Background: an optimization exercise with open tools, aiming at small area. Do not read the settings as production practice.
Only simulation tests tie the RTL to the original design; equivalence was not proved.
Power is estimated from default activity; no workload was simulated.

==> flow/design.v <==
package mlfq_pkg;
    localparam logic [7:0] Q1_TIME = 8'd1;
    localparam logic [7:0] Q2_TIME = 8'd2;
    localparam logic [7:0] Q3_TIME = 8'd4;
endpackage
module mlfq_queues
(
    input  logic       clk,
    input  logic       rst_n,
    input  logic       load,       
    input  logic       pop,        
    input  logic [2:0] lvl,        
    input  logic       requeue,    
    output logic [3:0] loaded,
    output logic [3:0] top_head,
    output logic [2:0] mid_head,
    output logic [2:0] mid_tail,
    output logic [2:0] bot_head,
    output logic [2:0] bot_tail,
    output logic [2:0] nonempty
);
    logic [3:0] mid_h, mid_t, bot_h, bot_t;
    always_ff @(posedge clk or negedge rst_n)
    begin
        if (!rst_n)
        begin
            loaded   <= '0;
            top_head <= '0;
            mid_h    <= '0;
            mid_t    <= '0;
            bot_h    <= '0;
            bot_t    <= '0;
        end
        else
        begin
            if (load)
                loaded <= loaded + 1'b1;
            if (pop && lvl[0])
                top_head <= top_head + 1'b1;
            if (pop && lvl[1])
                mid_h <= mid_h + 1'b1;
            if (pop && lvl[2])
                bot_h <= bot_h + 1'b1;
            if (pop && requeue && lvl[0])
                mid_t <= mid_t + 1'b1;
            if (pop && requeue && !lvl[0])
                bot_t <= bot_t + 1'b1;
        end
    end
    assign mid_head = mid_h[2:0];
    assign mid_tail = mid_t[2:0];
    assign bot_head = bot_h[2:0];
    assign bot_tail = bot_t[2:0];
    assign nonempty = {bot_h != bot_t, mid_h != mid_t, top_head != loaded};
endmodule
import mlfq_pkg::*;
module mlfq_three_level_scheduler_top
(
    input  logic        clk,
    input  logic        rst_n,
    input  logic        start,
    output logic        busy,
    input  logic        mode,
    input  logic [15:0] burst_len,
    input  logic [15:0] arrival_at,
    output logic        done,
    output logic        idle,
    output logic [2:0]  proc_index,
    output logic [1:0]  level,
    output logic [15:0] slice_start,
    output logic [15:0] slice_end,
    output logic [15:0] remaining,
    output logic        finished,
    output logic [15:0] turnaround,
    output logic [15:0] waiting,
    input  logic        cfg_valid,
    output logic        cfg_ready,
    input  logic [1:0]  cfg_index,
    input  logic [7:0]  cfg_data
);
    localparam int EW = 52;
    logic [8*EW-1:0] ring;
    logic [EW-1:0]   s0, wb;
    logic [2:0]      phase;
    logic            pending;
    logic [15:0]     time_reg;
    logic [7:0]      q_top, q_mid, q_bot;
    logic [3:0]      loaded, top_head;
    logic [2:0]      mid_head, mid_tail, bot_head, bot_tail;
    logic [2:0]      nonempty;
    logic            s_bot;
    logic [2:0]      s_tick;
    logic [15:0]     s_burst, s_arr, s_rem;
    logic            any_ne, in_range, match, fire, work, fin, load_now;
    logic [2:0]      lvl;
    logic [7:0]      q_raw, q_eff, run, run_g;
    logic [15:0]     new_rem, end_t;
    logic [16:0]     end_sum, turn_d, wait_d;
    mlfq_queues u_queues (
        .clk      (clk),
        .rst_n    (rst_n),
        .load     (load_now),
        .pop      (work),
        .lvl      (lvl),
        .requeue  (!fin),
        .loaded   (loaded),
        .top_head (top_head),
        .mid_head (mid_head),
        .mid_tail (mid_tail),
        .bot_head (bot_head),
        .bot_tail (bot_tail),
        .nonempty (nonempty)
    );
    assign s0 = ring[EW-1:0];
    assign {s_bot, s_tick, s_burst, s_arr, s_rem} = s0;
    assign cfg_ready = 1'b1;
    assign busy      = pending || (phase != loaded[2:0]);
    assign load_now  = start && !busy && !mode && !loaded[3];
    assign any_ne = |nonempty;
    assign lvl[0] = nonempty[0];
    assign lvl[1] = !nonempty[0] && nonempty[1];
    assign lvl[2] = !nonempty[0] && !nonempty[1] && nonempty[2];
    assign in_range = ({1'b0, phase} < top_head);
    always_comb
    begin
        if (lvl[0])
            match = (phase == top_head[2:0]);
        else if (lvl[1])
            match = in_range && (s_rem != '0) && !s_bot && (s_tick == mid_head);
        else if (lvl[2])
            match = in_range && (s_rem != '0) && s_bot && (s_tick == bot_head);
        else
            match = (phase == '0);
    end
    assign fire = pending && match;
    assign work = fire && any_ne;
    always_comb
    begin
        q_raw = lvl[0] ? q_top : (lvl[1] ? q_mid : q_bot);
        q_eff = (q_raw == '0) ? 8'd1 : q_raw;
        run   = (s_rem > {8'd0, q_eff}) ? q_eff : s_rem[7:0];
        run_g = work ? run : 8'd0;
        new_rem = s_rem - {8'd0, run_g};
        end_sum = {1'b0, time_reg} + {9'd0, run_g};
        end_t   = end_sum[16] ? 16'hFFFF : end_sum[15:0];
        fin     = any_ne && (new_rem == '0);
        turn_d  = {1'b0, end_t} - {1'b0, s_arr};
        wait_d  = {1'b0, turn_d[15:0]} - {1'b0, s_burst};
    end
    always_comb
    begin
        wb = {s_bot, s_tick, s_burst, s_arr, new_rem};
        if (work)
        begin
            wb[EW-1]      = !lvl[0];
            wb[EW-2:EW-4] = lvl[0] ? mid_tail : bot_tail;
        end
        if (load_now)
        begin
            wb[47:0] = {burst_len, arrival_at, burst_len};
        end
    end
    always_ff @(posedge clk)
    begin
        ring <= {wb, ring[8*EW-1:EW]};
    end
    always_ff @(posedge clk or negedge rst_n)
    begin
        if (!rst_n)
        begin
            phase    <= '0;
            pending  <= 1'b0;
            time_reg <= '0;
            q_top    <= Q1_TIME;
            q_mid    <= Q2_TIME;
            q_bot    <= Q3_TIME;
        end
        else
        begin
            phase    <= phase + 1'b1;
            time_reg <= end_t;
            if (fire)
                pending <= 1'b0;
            else if (start && !busy && mode)
                pending <= 1'b1;
            if (cfg_valid)
            begin
                case (cfg_index)
                    2'd0:    q_top <= cfg_data;
                    2'd1:    q_mid <= cfg_data;
                    2'd2:    q_bot <= cfg_data;
                    default: ;
                endcase
            end
        end
    end
    assign done        = fire;
    assign idle        = !any_ne;
    assign proc_index  = phase;
    assign level       = {lvl[2], lvl[1]};
    assign slice_start = any_ne ? time_reg : 16'd0;
    assign slice_end   = any_ne ? end_t : 16'd0;
    assign remaining   = any_ne ? new_rem : 16'd0;
    assign finished    = fin;
    assign turnaround  = (fin && !turn_d[16]) ? turn_d[15:0] : 16'd0;
    assign waiting     = (fin && !turn_d[16] && !wait_d[16]) ? wait_d[15:0] : 16'd0;
endmodule
==> flow/run.sh <==
#!/bin/bash
# synth_recipe.tcl (not shown) runs the flow's synth.tcl, then flattens the netlist and writes it again
# the make line also repeats each setting of config.mk as NAME=value (left out here)
make -C /OpenROAD-flow-scripts/flow DESIGN_CONFIG=/design/flow/config.mk WORK_HOME=/design/flow/orfs CLKGATE_MAP_FILE= SYNTH_SCRIPT=/design/flow/synth_recipe.tcl finish
==> flow/config.mk <==
export PLATFORM = sky130hd
export DESIGN_NAME = mlfq_three_level_scheduler_top
export DESIGN_NICKNAME = mlfq_three_level_scheduler_top
export VERILOG_FILES = /design/flow/design.v
export SDC_FILE = /design/flow/constraint.sdc
export NUM_CORES = 4
export LEC_CHECK = 0
export CAP_MARGIN = 20
export CORE_MARGIN = 2
export CORE_UTILIZATION = 40
export SLEW_MARGIN = 20
==> flow/constraint.sdc <==
create_clock -name core_clock -period 12.0 [get_ports {clk}]
set_input_delay 2.4000 -clock core_clock [delete_from_list [all_inputs] [get_ports {clk}]]
set_output_delay 2.4000 -clock core_clock [all_outputs]
set_load 0.01 [all_outputs]
==> impl_metrics.toml <==
[sta]
hold_violations = 0
relSlewSlack = 0.312
skew_ns = 0.0204
period_minus_slack_ns = 11.56
finalCritPeriodShare = 0.963
tns_ns = 0
max_freq_ghz = 0.0865
max_slew.worst_pin.slew_ns = 1.03
setup_viol = 0
slew_violations = 0

[routing]
wirelength_mm = 35.5
route.vias.total = 9912
vias_per_cell = 4.75
ant_nets = 0
wire_per_inst_um = 17.0
first_pass_iters = 5
initialDrtViolationCount = 539
route.detailed.drc = 0

[die]
start_util = 0.407
rows = 72
die_width_um = 203
coreArea_mm2 = 0.0388
ios = 137
die_y_um = 203
die_area_mm2 = 0.0411

[final_layout]
fin_cells = 2087
nets = 1650
regArea_mm2 = 0.0100
area_delta_synth_final_pct = 25.4
num-fill-cells = 3390
antennaDiodeCount = 0
multi_input_area_mm2 = 0.00560
drive_gt1_frac = 0.144
largest_reg_flops = 416

[run]
max_cap_violations = 0

[global_routing]
grt-ovfl-total = 0
grt_pass1_vias = 9929
grt_pass1_wl_mm = 55.3
grt_usage = 0.174
grt_max_degree = 71
antenna_found_initial = 0

[yosys]
ys_seq_elements = 484
synth.net_count = 1456
synth_area_leaders = "dfxtp_1 53%, dfrtp_1 10%, ha_1 5.3%"
yosys_warnings = 2
yosysMostFrequentCell = "dfxtp_1"
synth_cell_types = 77
synth_area_leader_cell = "dfxtp_1"
yosysSeqAreaShare = 0.635
synth.cell_area_mm2 = 0.0158
ys.flop_type = "dfxtp_1"
async_flop_share = 0.140
synthCells = 1338
yosysTopAreaCellShare = 0.527
synth-edff-count = 0
synth_common_cells = "416 x dfxtp_1, 86 x nand2_1, 76 x o21ai_0"
syn_avg_cell_area_um2 = 11.8

[clocking]
clockBufferDepth = 3
cts-root-buf = "clkbuf_16"
numCtsBuffers = 48
numClockSinks = 484
holdBufCountCts = 0
cts-htree-levels = 2
path_clk_slew_ns = 0.06
clk_latency_ns = 0.58
cts_tree = "done"

[placed_design]
place_hpwl_mm = 25.5
place_inst = 1984
gp_congestion = 0.875
numPortBuffers = 135

[setup_path]
crit_slowest_cell = "dfrtp_2"
endpoint_kind = "output port"
slowest_delay_ns = 0.44
critical_path_class = "flip-flop to output port"
critPathMaxFanout = 7
arrival_ns = 9.16
required_ns = 9.60
r2r_slack_ns = 5.45
crit_top_cell = "buf_4"
start_kind = "flip-flop"

[power_and_ir_drop]
vdd_drop_max_mv = 0.233
leakage_uw = 0.00865
cellPowerDensity_mw_per_mm2 = 349

[min_path]
worstHoldPathType = "flip-flop to flip-flop"

[outcome]
outcome = "no timing/DRC/antenna violations"
## what timing repair did
action                     4_1_cts  5_1_grt
pin swaps                        9       13
setup endpoints to repair       17       22
buffers inserted                 7        8
gates resized for setup         44       39
cloned                           1        0
## routing by layer
layer  GRT usage  wire [µm]  vias to the layer above
met2       0.268      15800                      240
met4      0.0782       1270                        0
met3      0.0313       1530                       69
met5           0          0                        -
li1            -          -                     4928
met1       0.238      16900                     4675
## placed cells by master, fill, tap and decap left out, types with 49 or more instances in the layout
cell type        Yosys  routed
o21ai_0             76      69
nor2_1              72      68
ha_1                67      60
nand2_1             86      86
clkbuf_16            0      50
clkdlybuf4s50_1      0     118
dfrtp_1             65      63
dfxtp_1            416     416
inv_1               63      63
a21oi_1             54      50
xnor2_1             54      49
## power by group
part | leakage, µW | switching (µW) | internal (µW) | total [µW]
sequential | 0.00430 | 194 | 2080 | 2270
combinational | 0.00357 | 1770 | 1370 | 3140
clock | 0.000790 | 608 | 881 | 1490
## layout make-up
class / instances / area share
repair buffers: 177 / 0.0839
well taps: 518 / 0.0327
clock buffers: 66 / 0.0683
inverters: 64 / 0.0121
flip-flops and latches: 484 / 0.507
multi-input cells: 757 / 0.283
clock inverters: 21 / 0.0129
## through the flow
step / instance area, µm² / setup WS (ns) / hold WS, ns / util / power, µW
6_report: 19800 / 0.445 / 0.316 / 0.510 / 6900
2_1_floorplan: 15800 / 0.145 / 0.310 / - / 4130
3_5_place_dp: 17800 / -0.239 / 0.312 / 0.460 / 5220
3_3_place_gp: 17800 / 0.163 / 0.310 / 0.460 / 5220
5_1_grt: 19800 / -0.128 / 0.319 / 0.510 / 7360
4_1_cts: 19600 / 0.000630 / 0.316 / 0.505 / 6830
## final timing paths
| path | from | end | cells after the start |
|---|---|---|---|
| max | u_queues.mid_t[1] | waiting[1] | 43 |
| min | ring[102] | ring[50] | 0 |
| max reg2reg | u_queues.mid_t[1] | u_queues.bot_t[1] | 26 |
| min reg2reg | ring[102] | ring[50] | 0 |
| max in group asynchronous | rst_n | u_queues.mid_t[1] | 2 |
| min in group asynchronous | rst_n | phase[0] | 2 |
## critical path: cells and delay by family, from the launching register on
kind | cells | cell delay (ns)
adder cells (fa/ha/maj) | 5 | 1.32
XOR/XNOR | 2 | 0.41
AND/OR/NAND/NOR | 10 | 1.20
AO/OA/AOI/OAI | 20 | 4.06
buffers and inverters | 5 | 0.95
multiplexers | 1 | 0.16
flip-flops | 1 | 0.44
## kinds of logic (layout without fill, tap and decap cells)
kind of cell    count (synthesis)  after routing  share of synthesized area
mux                            51             51                     0.0350
simple gates                  336            336                      0.112
other cells                     1              1                   0.000238
buf+inv                        97            328                     0.0253
xor+xnor                       81             81                     0.0449
compound gates                217            217                     0.0890
fa+ha+maj                      71             71                     0.0582
flops                         484            484                      0.635

re-timing with driven ports:
The flow's constraints put no driver on any port. The routed layout listed below was extracted and timed again, unchanged, in two steps.
Step 1 assumes that a clkbuf_16 drives the clock port and a buf_2 every other input.
Step 2 moves the port delays by t, midway between the first and last clock arrival at a register: inputs arrive t later, outputs are due t later. That takes back most of the time a late clock gives input paths.
Three values: no drivers, after step 1, after step 2; two values: the first two.
shift t [ns]: 0.620
setup WS [ns]: 0.445 / 0.392 / 1.012
slew at the worst register clock pin (ns): 0.06 / 0.06
worst slew at a driven data input, ns: 0.05
After both steps this run still meets setup and hold. The setup slack of this run moves by -0.053 ns with the drivers and by +0.567 ns with both steps.
